Context: an optimization exercise on an open-source flow, tuned for small area and a short achievable clock period. The choices shown serve that exercise and are no tape-out recipe.
RTL that was checked went through simulation tests only; none was proved equivalent to the original.

==> run a <==
// simple_ntt_core
module simple_ntt_core #(
  parameter int data_width      = 32,
  parameter int max_buffer_size = 4,
  parameter int modulus         = 3329,
  parameter int root            = 1729
) (
  input  logic                               clk,
  input  logic                               reset,
  input  logic [data_width-1:0]              input_buffer0,
  input  logic [data_width-1:0]              input_buffer1,
  input  logic [data_width-1:0]              input_buffer2,
  input  logic [data_width-1:0]              input_buffer3,
  input  logic [$clog2(max_buffer_size)-1:0] index,
  output logic [data_width-1:0]              output_buffer
);
export LEC_CHECK = 0
export CAP_MARGIN = 20
export CORE_MARGIN = 2
export CORE_UTILIZATION = 65
export CTS_BUF_LIST = sky130_fd_sc_hd__clkbuf_8
export PLACE_DENSITY = 0.75
export SLEW_MARGIN = 20
export SYNTH_HIERARCHICAL = 1
export SYNTH_MINIMUM_KEEP_SIZE = 0
create_clock -name core_clock -period 55.0 [get_ports {clk}]
standard.sh (not shown) runs the stock make flow with config.mk's settings and CLKGATE_MAP_FILE= SYNTH_SCRIPT=/design/flow/synth_recipe.tcl, a recipe that flattens the netlist after the stock synthesis.
==> flow/flow/run.sh <==
#!/bin/bash
# The standard layout (standard.sh), except that the port buffers are
# made from the smallest buffer cell and the constant outputs share one tie cell.
export BUFFER_PORTS_ARGS="-buffer_cell sky130_fd_sc_hd__buf_1"
export SKIP_REPAIR_TIE_FANOUT=1
bash standard.sh > standard.log 2>&1
==> run b (differences from run a) <==
--- a/flow/design.v
+++ b/flow/design.v
@@ -893,19 +893,20 @@
   ntt_fa u518 (.a(s502), .b(tv[9]), .c(c517), .s(s518), .co(c518));
   wire s519, c519;
   ntt_fa u519 (.a(s503), .b(tv[10]), .c(c518), .s(s519), .co(c519));
   wire s520, c520;
   ntt_ha u520 (.a(tv[11]), .b(c519), .s(s520), .co(c520));
   wire [12:0] y521 = {c520, s520, s519, s518, s517, s516, s515, s514, s513, s512, s511, s510, s509};
-  logic [12:0] y_r;
+  wire [13:0] yq = {1'b0, y521} - 14'd3329;
+  wire [11:0] res = yq[13] ? y521[11:0] : yq[11:0];
+  logic [11:0] out_r;
   always_ff @(posedge clk or posedge reset) begin
-    if (reset) y_r <= '0;
-    else       y_r <= y521 & {13{v_r}};
+    if (reset) out_r <= 12'd0;
+    else       out_r <= res & {12{v_r}};
   end
-  wire [13:0] yq = {1'b0, y_r} - 14'd3329;
-  assign output_buffer = {20'd0, yq[13] ? y_r[11:0] : yq[11:0]};
+  assign output_buffer = {20'd0, out_r};
 endmodule
 module ntt_fa (input logic a, input logic b, input logic c, output logic s, output logic co);
   assign s  = a ^ b ^ c;
   assign co = (a & b) | (a & c) | (b & c);
 endmodule
 module ntt_ha (input logic a, input logic b, output logic s, output logic co);
SLEW_MARGIN = 70   (was 20)
==> results_dict.tcl <==
set metrics [dict create \
    status "complete, no violations" \
    drt-initial-drc-count 209 \
    num-nonclk-inverters 86 \
    fill_cells 1084 \
    path_cells "clkbuf_4 > buf_4 > xor2_1 > ha_1 > fa_1 > fa_1 > fa_1 > fa_1 > fa_1 > fa_1 > fa_1 > fa_1 > fa_1" \
    drt_pass1_iterations 5 \
    cpMaxStageDelayCell "buf_4" \
    fin_skew_ns 0.007349 \
    fin_crit_sh_pct 29.41 \
    fin_ws_ns 38.82 \
    synth_mux_area_share_pct 1.843 \
    fp.dieW_um 127.9 \
]
The numbers above come from run a.

==> results_dict.tcl <==
set metrics [dict create \
    path_cells "clkbuf_16 > xor2_1 > ha_1 > fa_1 > fa_1 > fa_1 > fa_1 > fa_1 > fa_1 > fa_1 > fa_1 > fa_1" \
    status "complete, no violations" \
    drt-initial-drc-count 236 \
    fin_skew_ns 0.01030 \
    num-nonclk-inverters 88 \
    fin_crit_sh_pct 28.45 \
    fill_cells 1081 \
    cpMaxStageDelayCell "fa_1" \
    synth_mux_area_share_pct 2.220 \
    fp.dieW_um 127.2 \
    drt_pass1_iterations 4 \
]
The numbers above come from run b.


==> job 4735 <==
simple_ntt_core, a different RTL version from the one above (not shown whole).
==> flow/config.mk <==
export PLATFORM = sky130hd
export DESIGN_NAME = simple_ntt_core
export DESIGN_NICKNAME = simple_ntt_core
export VERILOG_FILES = /design/flow/design.v
export SDC_FILE = /design/flow/constraint.sdc
export NUM_CORES = 4
export LEC_CHECK = 0
export CAP_MARGIN = 50
export CORE_MARGIN = 2
export CORE_UTILIZATION = 65
export CTS_BUF_LIST = sky130_fd_sc_hd__clkbuf_8
export PLACE_DENSITY = 0.75
export SLEW_MARGIN = 70
export SYNTH_HIERARCHICAL = 1
export SYNTH_MINIMUM_KEEP_SIZE = 0
==> flow/constraint.sdc <==
create_clock -name core_clock -period 55.0 [get_ports {clk}]
set_input_delay 11.0000 -clock core_clock [delete_from_list [all_inputs] [get_ports {clk}]]
set_output_delay 11.0000 -clock core_clock [all_outputs]
set_load 0.01 [all_outputs]
Scripts as last shown in full above: flow/flow/run.sh
==> job 948 (differences from job 4735) <==
--- a/flow/design.v
+++ b/flow/design.v
@@ -134,15 +134,15 @@
   wire s76, c76;
   ntt_ha u76 (.a(s73), .b(c67), .s(s76), .co(c76));
   wire s77, c77;
   ntt_fa u77 (.a(input_buffer0[3]), .b(x4), .c(i62), .s(s77), .co(c77));
   wire s78, c78;
   ntt_fa u78 (.a(c54), .b(s44), .c(c68), .s(s78), .co(c78));
   wire s79, c79;
-  ntt_fa u79 (.a(s77), .b(s78), .c(c69), .s(s79), .co(c79));
+  ntt_fa u79 (.a(s77), .b(c69), .c(s78), .s(s79), .co(c79));
   wire s80, c80;
   ntt_fa u80 (.a(s46), .b(c70), .c(s79), .s(s80), .co(c80));
   wire i81 = ~s52;
   wire s82, c82;
   ntt_fa u82 (.a(s40), .b(c37), .c(i81), .s(s82), .co(c82));
   wire s83, c83;
   ntt_fa u83 (.a(c72), .b(s80), .c(c73), .s(s83), .co(c83));
@@ -182,24 +182,24 @@
   ntt_ha u102 (.a(c92), .b(s101), .s(s102), .co(c102));
   wire i103 = ~s43;
   wire s104, c104;
   ntt_fa u104 (.a(input_buffer0[6]), .b(x7), .c(i103), .s(s104), .co(c104));
   wire s105, c105;
   ntt_fa u105 (.a(c54), .b(s49), .c(c94), .s(s105), .co(c105));
   wire s106, c106;
-  ntt_fa u106 (.a(s104), .b(s105), .c(c95), .s(s106), .co(c106));
+  ntt_fa u106 (.a(s104), .b(c95), .c(s105), .s(s106), .co(c106));
   wire s107, c107;
   ntt_fa u107 (.a(i89), .b(c97), .c(s106), .s(s107), .co(c107));
   wire s108, c108;
   ntt_fa u108 (.a(s47), .b(c98), .c(s107), .s(s108), .co(c108));
   wire i109 = ~c42;
   wire s110, c110;
   ntt_fa u110 (.a(i109), .b(c99), .c(s108), .s(s110), .co(c110));
   wire s111, c111;
-  ntt_ha u111 (.a(s110), .b(c101), .s(s111), .co(c111));
+  ntt_ha u111 (.a(c101), .b(s110), .s(s111), .co(c111));
   wire s112, c112;
   ntt_fa u112 (.a(input_buffer0[7]), .b(x8), .c(s48), .s(s112), .co(c112));
   wire i113 = ~s44;
   wire s114, c114;
   ntt_fa u114 (.a(i113), .b(c104), .c(s112), .s(s114), .co(c114));
   wire s115, c115;
   ntt_fa u115 (.a(s50), .b(c105), .c(s114), .s(s115), .co(c115));
@@ -207,19 +207,19 @@
   ntt_fa u116 (.a(c106), .b(s115), .c(c47), .s(s116), .co(c116));
   wire s117, c117;
   ntt_fa u117 (.a(i100), .b(c107), .c(s116), .s(s117), .co(c117));
   wire s118, c118;
   ntt_fa u118 (.a(c108), .b(s117), .c(c110), .s(s118), .co(c118));
   wire s119, c119;
   ntt_fa u119 (.a(input_buffer0[8]), .b(x9), .c(c112), .s(s119), .co(c119));
-  wire i120 = ~s119;
+  wire i120 = ~c114;
   wire s121, c121;
   ntt_fa u121 (.a(s35), .b(s45), .c(i120), .s(s121), .co(c121));
   wire s122, c122;
-  ntt_fa u122 (.a(c114), .b(s41), .c(s51), .s(s122), .co(c122));
+  ntt_fa u122 (.a(s119), .b(s41), .c(s51), .s(s122), .co(c122));
   wire s123, c123;
   ntt_fa u123 (.a(s121), .b(s37), .c(s52), .s(s123), .co(c123));
   wire s124, c124;
   ntt_fa u124 (.a(c115), .b(s122), .c(c116), .s(s124), .co(c124));
   wire i125 = ~s123;
   wire s126, c126;
   ntt_fa u126 (.a(i125), .b(c117), .c(s124), .s(s126), .co(c126));
@@ -425,15 +425,15 @@
   wire s253, c253;
   ntt_ha u253 (.a(s250), .b(c244), .s(s253), .co(c253));
   wire s254, c254;
   ntt_fa u254 (.a(input_buffer1[3]), .b(x181), .c(i239), .s(s254), .co(c254));
   wire s255, c255;
   ntt_fa u255 (.a(c231), .b(s221), .c(c245), .s(s255), .co(c255));
   wire s256, c256;
-  ntt_fa u256 (.a(s254), .b(s255), .c(c246), .s(s256), .co(c256));
+  ntt_fa u256 (.a(s254), .b(c246), .c(s255), .s(s256), .co(c256));
   wire s257, c257;
   ntt_fa u257 (.a(s223), .b(c247), .c(s256), .s(s257), .co(c257));
   wire i258 = ~s229;
   wire s259, c259;
   ntt_fa u259 (.a(s217), .b(c214), .c(i258), .s(s259), .co(c259));
   wire s260, c260;
   ntt_fa u260 (.a(c249), .b(s257), .c(c250), .s(s260), .co(c260));
@@ -473,24 +473,24 @@
   ntt_ha u279 (.a(c269), .b(s278), .s(s279), .co(c279));
   wire i280 = ~s220;
   wire s281, c281;
   ntt_fa u281 (.a(input_buffer1[6]), .b(x184), .c(i280), .s(s281), .co(c281));
   wire s282, c282;
   ntt_fa u282 (.a(c231), .b(s226), .c(c271), .s(s282), .co(c282));
   wire s283, c283;
-  ntt_fa u283 (.a(s281), .b(s282), .c(c272), .s(s283), .co(c283));
+  ntt_fa u283 (.a(s281), .b(c272), .c(s282), .s(s283), .co(c283));
   wire s284, c284;
   ntt_fa u284 (.a(i266), .b(c274), .c(s283), .s(s284), .co(c284));
   wire s285, c285;
   ntt_fa u285 (.a(s224), .b(c275), .c(s284), .s(s285), .co(c285));
   wire i286 = ~c219;
   wire s287, c287;
   ntt_fa u287 (.a(i286), .b(c276), .c(s285), .s(s287), .co(c287));
   wire s288, c288;
-  ntt_ha u288 (.a(s287), .b(c278), .s(s288), .co(c288));
+  ntt_ha u288 (.a(c278), .b(s287), .s(s288), .co(c288));
   wire s289, c289;
   ntt_fa u289 (.a(input_buffer1[7]), .b(x185), .c(s225), .s(s289), .co(c289));
   wire i290 = ~s221;
   wire s291, c291;
   ntt_fa u291 (.a(i290), .b(c281), .c(s289), .s(s291), .co(c291));
   wire s292, c292;
   ntt_fa u292 (.a(s227), .b(c282), .c(s291), .s(s292), .co(c292));
@@ -498,19 +498,19 @@
   ntt_fa u293 (.a(c283), .b(s292), .c(c224), .s(s293), .co(c293));
   wire s294, c294;
   ntt_fa u294 (.a(i277), .b(c284), .c(s293), .s(s294), .co(c294));
   wire s295, c295;
   ntt_fa u295 (.a(c285), .b(s294), .c(c287), .s(s295), .co(c295));
   wire s296, c296;
   ntt_fa u296 (.a(input_buffer1[8]), .b(x186), .c(c289), .s(s296), .co(c296));
-  wire i297 = ~s296;
+  wire i297 = ~c291;
   wire s298, c298;
   ntt_fa u298 (.a(s212), .b(s222), .c(i297), .s(s298), .co(c298));
   wire s299, c299;
-  ntt_fa u299 (.a(c291), .b(s218), .c(s228), .s(s299), .co(c299));
+  ntt_fa u299 (.a(s296), .b(s218), .c(s228), .s(s299), .co(c299));
   wire s300, c300;
   ntt_fa u300 (.a(s298), .b(s214), .c(s229), .s(s300), .co(c300));
   wire s301, c301;
   ntt_fa u301 (.a(c292), .b(s299), .c(c293), .s(s301), .co(c301));
   wire i302 = ~s300;
   wire s303, c303;
   ntt_fa u303 (.a(i302), .b(c294), .c(s301), .s(s303), .co(c303));
@@ -909,21 +909,22 @@
   wire s532, c532;
   ntt_fa u532 (.a(s516), .b(tv[9]), .c(c531), .s(s532), .co(c532));
   wire s533, c533;
   ntt_fa u533 (.a(s517), .b(tv[10]), .c(c532), .s(s533), .co(c533));
   wire s534, c534;
   ntt_ha u534 (.a(tv[11]), .b(c533), .s(s534), .co(c534));
   wire [12:0] y535 = {c534, s534, s533, s532, s531, s530, s529, s528, s527, s526, s525, s524, s523};
-  logic [12:0] y_r;
+  wire [13:0] yq = {1'b0, y535} - 14'd3329;
+  wire [11:0] res = yq[13] ? y535[11:0] : yq[11:0];
+  logic [11:0] out_r;
   always_ff @(posedge clk or posedge reset) begin
-    if (reset) y_r <= '0;
-    else       y_r <= y535 & {13{v_r}};
+    if (reset) out_r <= 12'd0;
+    else       out_r <= res & {12{v_r}};
   end
-  wire [13:0] yq = {1'b0, y_r} - 14'd3329;
-  assign output_buffer = {20'd0, yq[13] ? y_r[11:0] : yq[11:0]};
+  assign output_buffer = {20'd0, out_r};
 endmodule
 module ntt_fa (input logic a, input logic b, input logic c, output logic s, output logic co);
   assign s  = a ^ b ^ c;
   assign co = (a & b) | (a & c) | (b & c);
 endmodule
 module ntt_ha (input logic a, input logic b, output logic s, output logic co);
   assign s  = a ^ b;
==> flow/config.mk (replaced) <==
export PLATFORM = sky130hd
export DESIGN_NAME = simple_ntt_core
export DESIGN_NICKNAME = simple_ntt_core
export VERILOG_FILES = /design/flow/design.v
export SDC_FILE = /design/flow/constraint.sdc
export NUM_CORES = 4
export LEC_CHECK = 0
export CAP_MARGIN = 20
export CORE_MARGIN = 2
export CORE_UTILIZATION = 65
export CTS_BUF_LIST = sky130_fd_sc_hd__clkbuf_8
export PLACE_DENSITY = 0.75
export SLEW_MARGIN = 70
export SYNTH_HIERARCHICAL = 1
export SYNTH_MINIMUM_KEEP_SIZE = 0
==> job 9535 (differences from job 4735) <==
==> flow/config.mk (replaced) <==
export PLATFORM = sky130hd
export DESIGN_NAME = simple_ntt_core
export DESIGN_NICKNAME = simple_ntt_core
export VERILOG_FILES = /design/flow/design.v
export SDC_FILE = /design/flow/constraint.sdc
export NUM_CORES = 4
export LEC_CHECK = 0
export CAP_MARGIN = 20
export CORE_MARGIN = 2
export CORE_UTILIZATION = 65
export CTS_BUF_LIST = sky130_fd_sc_hd__clkbuf_8
export PLACE_DENSITY = 0.75
export SLEW_MARGIN = 70
export SYNTH_HIERARCHICAL = 1
export SYNTH_MINIMUM_KEEP_SIZE = 0
==> results.txt <==
Against job 4735, the register-to-register slack of job 948 is worse by 1.1 ns.
Between job 9535 and job 948, the lower critical path depth is in job 9535 (gap 3).
Between job 9535 and job 948, the lower worst hold slack is in job 948 (gap 0.023 ns).
In job 4735 the synthesized cell count is larger than in job 948, by about 0.26%.
Of job 9535 and job 948, job 9535 has the higher sequential cell count (gap 1).
==> figures <==
Die Ht: job 9535 126.7 um; job 4735 126.7 um; job 948 126.8 um
Last weighted congestion value of the routability-driven placer: job 9535 0.9270; job 4735 0.9270; job 948 0.9328
Clock Buffer Count: job 9535 5; job 4735 5; job 948 6
Required time of the critical path: job 9535 55.21 ns; job 4735 55.21 ns; job 948 55.20 ns
Width of the die: job 9535 126.7 um; job 4735 126.7 um; job 948 126.8 um
Run status: job 9535 finished clean; job 4735 finished clean; job 948 finished clean
Min Hold Slack: job 9535 0.7343 ns; job 4735 0.7343 ns; job 948 0.7109 ns
Simple-gate portion of the synthesized area: job 9535 3.645%; job 4735 3.645%; job 948 3.422%
Via count of the first global-routing pass: job 9535 6762; job 4735 6762; job 948 6657
Depth of the critical timing path with buffers and inverters included: job 9535 12; job 4735 12; job 948 15
Maximum number of pins on one net before global-route repair: job 9535 68; job 4735 68; job 948 37
Total met2 wirelength after detailed routing: job 9535 11.01 mm; job 4735 11.01 mm; job 948 10.89 mm
Register bit total from synthesis: job 9535 56; job 4735 56; job 948 55
For job 948, only the layout was checked, not whether the RTL still works.

==> inputs of job 7235 <==
RTL: one of the versions met above, not the one the previous note started from.
clock: 55.0 ns
lec_check: 0
cap_margin: 20
core_margin: 2
core_utilization: 65
cts_buf_list: sky130_fd_sc_hd__clkbuf_8
place_density: 0.75
slew_margin: 70
synth_hierarchical: 1
synth_minimum_keep_size: 0
Scripts as last shown in full above: flow/flow/run.sh
==> job 939: changes against job 7235 <==
Settings changed: CORE_UTILIZATION 65 to 80, PLACE_DENSITY 0.75 to 0.9.
==> results.json <==
{
  "status": "complete, no violations",
  "clockNetworkAreaShare": 0.00959,
  "register_area_um2": 1190,
  "die_x_um": 128,
  "fp-row-count": 45,
  "grt_first_pass_wirelength_um": 33800,
  "place_area_um2": 10600
}
Source of the figures above: job 7235

==> results.json <==
{
  "die_x_um": 116,
  "status": "complete, no violations",
  "ant_nets": 0,
  "grt_first_pass_wirelength_um": 34800,
  "place_area_um2": 10600,
  "register_area_um2": 1190,
  "fp-row-count": 40,
  "placed_cells": 1041
}
Source of the figures above: job 939

separate check: timing with driven ports:
The flow's constraints put no driver on any port. The routed layouts listed below were extracted and timed again, unchanged, in two steps.
Step 1 assumes that a clkbuf_16 drives the clock port and a buf_2 every other input.
Step 2 adds t to the input delays and takes it off the output delays; t is the mean of the earliest and latest rising clock arrival at the registers after step 1. Input paths then give back, and output paths get back, about the clock's delay inside the block.
a / b / c = ideal ports / drivers / drivers and shift; a / b = the first two.
| run | t (ns) | setup WS [ns] | worst register clock-pin slew, ns | worst slew at a driven data input, ns | pins driven straight from the clock port |
|---|---|---|---|---|---|
| run a | 0.338 | 38.823 / 38.831 / 38.493 | 0.10 / 0.10 | 0.05 | 1 |
| run b | 0.338 | 39.355 / 39.347 / 39.009 | 0.09 / 0.09 | 0.06 | 1 |
| job 4735 | 0.358 | 39.382 / 39.374 / 39.016 | 0.11 / 0.11 | 0.07 | 1 |
| job 948 | 0.350 | 39.160 / 39.173 / 38.822 | 0.10 / 0.10 | 0.06 | 1 |
| job 9535 | 0.358 | 39.382 / 39.374 / 39.016 | 0.11 / 0.11 | 0.07 | 1 |
| job 7235 | 0.341 | 39.113 / 39.122 / 38.781 | 0.09 / 0.09 | 0.04 | 1 |
| job 939 | 0.343 | 39.283 / 39.274 / 38.931 | 0.09 / 0.09 | 0.07 | 1 |
After both steps every run listed still meets setup and hold.
